From an optimization exercise on the open Yosys and OpenROAD flow, aimed at small area, a short achievable clock period and few clock cycles per item; shortcuts taken in it are not production practice. At most, simulation tests tie the RTL to the original design; equivalence was not proved.

## run A
==> flow/design.v (excerpt) <==
module sparse_matrix_mult
(
  input  logic             clk,
  input  logic             rst_n,
  input  logic             in_valid_size,
  input  logic             in_size,
  input  logic             in_valid_a,
  input  logic [IDX_W-1:0] in_row_a,
  input  logic [IDX_W-1:0] in_col_a,
  input  logic [VAL_W-1:0] in_val_a,
  input  logic             in_valid_b,
  input  logic [IDX_W-1:0] in_row_b,
  input  logic [IDX_W-1:0] in_col_b,
  input  logic [VAL_W-1:0] in_val_b,
  output logic             out_valid,
  output logic [IDX_W-1:0] out_row,
  output logic [IDX_W-1:0] out_col,
  output logic [OUT_W-1:0] out_val
);
For scale: ~3100 cells after synthesis, ~350 flip-flops.
==> module smm_result_list, before the edit <==
module smm_result_list
(
  input  logic                            start_i,    
  input  logic [MAX_NNZ-1:0]              va_i,
  input  logic [MAX_NNZ-1:0][IDX_W-1:0]   ar_i,
  input  logic [MAX_NNZ-1:0][SUM_W-1:0]   av_i,
  input  logic [MAX_NNZ-1:0]              vb_i,
  input  logic [MAX_NNZ-1:0][MAX_NNZ-1:0] m_i,      
  input  logic [MAX_NNZ-1:0]              has_i,    
  input  logic [MAX_NNZ-1:0][IDX_W-1:0]   bc_i,
  input  logic [MAX_NNZ-1:0][VAL_W-1:0]   bv_i,
  input  logic [MAX_NNZ-1:0]              gm_i,
  input  logic [MAX_NNZ-1:0]              pm_i,
  output logic [IDX_W-1:0]                row_o,
  output logic [IDX_W-1:0]                col_o,
  output logic [OUT_W-1:0]                val_o,
  output logic [MAX_NNZ-1:0]              gm_o,
  output logic [MAX_NNZ-1:0]              pm_o,
  output logic                            last_o
);
  localparam int N = MAX_NNZ;
  logic [N-1:0] alive;           
  logic         any0;
  logic [N-1:0] sr;              
  logic [N-1:0] f0, g0, gm, pm, match, cand, hm, pga, after, fn, gn;
  logic [N-1:0][SUM_W-1:0] t;
  logic [N*VAL_W-1:0] gbv;
  logic more, any_next;
  always_comb begin
    sr[0] = 1'b0;
    for (int i = 1; i < N; i++) sr[i] = va_i[i] && (ar_i[i] == ar_i[i-1]);
    for (int i = 0; i < N; i++) begin
      f0[i] = has_i[i];
      for (int k = 0; k < i; k++) if (has_i[k]) f0[i] = 1'b0;
      if (i == 0) g0[i] = f0[i];
      else        g0[i] = f0[i] || (g0[i-1] && sr[i]);
    end
    gm = start_i ? g0 : gm_i;
    pm = start_i ? vb_i : pm_i;
    for (int j = 0; j < N; j++) begin
      match[j] = 1'b0;
      t[j]     = '0;
      for (int i = 0; i < N; i++) if (gm[i] && m_i[i][j]) begin
        match[j] = 1'b1;
        t[j]     = t[j] | av_i[i];
      end
      cand[j] = match[j] && pm[j];
    end
    alive = cand;
    for (int b = IDX_W - 1; b >= 0; b--) begin
      any0 = 1'b0;
      for (int j = 0; j < N; j++) if (alive[j] && !bc_i[j][b]) any0 = 1'b1;
      for (int j = 0; j < N; j++) if (any0 && bc_i[j][b]) alive[j] = 1'b0;
    end
    hm = alive;
    more = |(cand & ~hm);
    row_o = '0;
    for (int i = 0; i < N; i++) if (gm[i]) row_o = row_o | ar_i[i];
    col_o = '0;
    for (int j = 0; j < N; j++) if (hm[j]) col_o = col_o | bc_i[j];
    for (int j = 0; j < N; j++) gbv[j*VAL_W +: VAL_W] = hm[j] ? bv_i[j] : '0;
    for (int i = 0; i < N; i++) begin
      if (i == 0) pga[i] = gm[i];
      else        pga[i] = gm[i] || pga[i-1];
    end
    after = pga & ~gm & has_i;
    any_next = |after;
    for (int i = 0; i < N; i++) begin
      fn[i] = after[i];
      for (int k = 0; k < i; k++) if (after[k]) fn[i] = 1'b0;
      if (i == 0) gn[i] = fn[i];
      else        gn[i] = fn[i] || (gn[i-1] && sr[i]);
    end
    gm_o   = more ? gm : gn;
    pm_o   = more ? (pm & ~hm) : vb_i;
    last_o = !more && !any_next;
  end
  smm_val_sum u_sum (
    .gb  (gbv),
    .t   (t),
    .val (val_o)
  );
endmodule
Settings: LEC_CHECK=0, ABC_AREA=1, CAP_MARGIN=20, CORE_MARGIN=2, CORE_UTILIZATION=45, PLACE_DENSITY=0.6, SLEW_MARGIN=20; clock period 60.0 ns.
standard.sh (not shown) runs the stock make flow with config.mk's settings and CLKGATE_MAP_FILE= SYNTH_SCRIPT=/design/flow/synth_recipe.tcl, a recipe that flattens the netlist after the stock synthesis.
==> flow/flow/run.sh <==
#!/bin/bash
# The standard layout (standard.sh: the standard flow's synthesis and ORFS flow, unchanged
# scripts), with two optimisation knobs passed to ORFS's make:
#  - port buffers use buf_2 instead of the resizer's default pick (a slow
#    delay buffer), so input and output paths are not held back by them;
#  - repair_timing aims for 46.5 ns of setup slack on the 60 ns clock, so it
#    upsizes/buffers the few paths that are slower than the I/O paths anyway.
# The clock period and the SDC are the design's; nothing else changes.
set -euo pipefail
bash standard.sh SETUP_SLACK_MARGIN=46.5 'BUFFER_PORTS_ARGS=-buffer_cell sky130_fd_sc_hd__buf_2' finish > layout.log 2>&1
Testbench counts of run A, summed over its fixed seeds: cycles 14,413, jobs 800.
[inputs] run B vs run A
--- a/flow/design.v
+++ b/flow/design.v
@@ -25,18 +25,24 @@
   output logic [MAX_NNZ-1:0]              gm_o,
   output logic [MAX_NNZ-1:0]              pm_o,
   output logic                            last_o
 );
   localparam int N = MAX_NNZ;
-  logic [N-1:0] alive;           
-  logic         any0;
+  logic [N-1:0][N-1:0] le;       
   logic [N-1:0] sr;              
   logic [N-1:0] f0, g0, gm, pm, match, cand, hm, pga, after, fn, gn;
   logic [N-1:0][SUM_W-1:0] t;
   logic [N*VAL_W-1:0] gbv;
   logic more, any_next;
   always_comb begin
+    for (int j = 0; j < N; j++) begin
+      le[j][j] = 1'b1;
+      for (int k = j + 1; k < N; k++) begin
+        le[j][k] = bc_i[j] <= bc_i[k];
+        le[k][j] = !(bc_i[j] < bc_i[k]);
+      end
+    end
     sr[0] = 1'b0;
     for (int i = 1; i < N; i++) sr[i] = va_i[i] && (ar_i[i] == ar_i[i-1]);
     for (int i = 0; i < N; i++) begin
       f0[i] = has_i[i];
       for (int k = 0; k < i; k++) if (has_i[k]) f0[i] = 1'b0;
@@ -52,17 +58,14 @@
         match[j] = 1'b1;
         t[j]     = t[j] | av_i[i];
       end
       cand[j] = match[j] && pm[j];
     end
-    alive = cand;
-    for (int b = IDX_W - 1; b >= 0; b--) begin
-      any0 = 1'b0;
-      for (int j = 0; j < N; j++) if (alive[j] && !bc_i[j][b]) any0 = 1'b1;
-      for (int j = 0; j < N; j++) if (any0 && bc_i[j][b]) alive[j] = 1'b0;
+    for (int j = 0; j < N; j++) begin
+      hm[j] = cand[j];
+      for (int k = 0; k < N; k++) if (k != j && cand[k] && !le[j][k]) hm[j] = 1'b0;
     end
-    hm = alive;
     more = |(cand & ~hm);
     row_o = '0;
     for (int i = 0; i < N; i++) if (gm[i]) row_o = row_o | ar_i[i];
     col_o = '0;
     for (int j = 0; j < N; j++) if (hm[j]) col_o = col_o | bc_i[j];
## What came out
Run B has completed all stages; timing, DRC and antenna checks passed.
has_q[6] as the capture point of the critical path was reported by run A, and has_q[0] by run B.
Run B: sequential share of layout area is 3.2 points lower than what run A reported.
Run B — final cell count 533 higher, run A as reference
Looking at overall routed net length, run B sits about 8% higher than run A does.
Count of clock-buffer cells in the layout down about 9% in run B wrt run A
Final cell area excluding filler cells (run A / run B): 0.901
The count of inverters other than clock inverters in the layout of run B exceeds that of run A by 52.
Function not checked in run B: the RTL went through the layout flow alone.

==> afterwards: timing with drivers on the ports <==
No port has a modelled driver above. Below, the same layouts with a new extraction and two added sets of constraints.
Step 1 (the two cells are an assumption about what drives the block):
set clk [get_ports {clk}]
set_driving_cell -lib_cell sky130_fd_sc_hd__clkbuf_16 $clk
set_driving_cell -lib_cell sky130_fd_sc_hd__buf_2 [delete_from_list [all_inputs] $clk]
Step 2 times the ports against the registers' clock, not the clock port: input delays grow and output delays shrink by t, the midpoint of the rising clock arrivals with the driver on.
Three values: ideal ports, drivers, drivers and shift; two values: the first two.
run	t, ns	slack for setup (ns)	worst data-port slew with drivers (ns)	cell pins on the clock port's net
run A	0.645	46.629 / 46.672 / 46.027	0.08	1
run B	0.657	46.629 / 46.680 / 46.023	0.03	1
After both steps every run listed still meets setup and hold. The setup slack of run B, which loses most, moves by +0.051 ns with the drivers and by -0.606 ns with both steps.
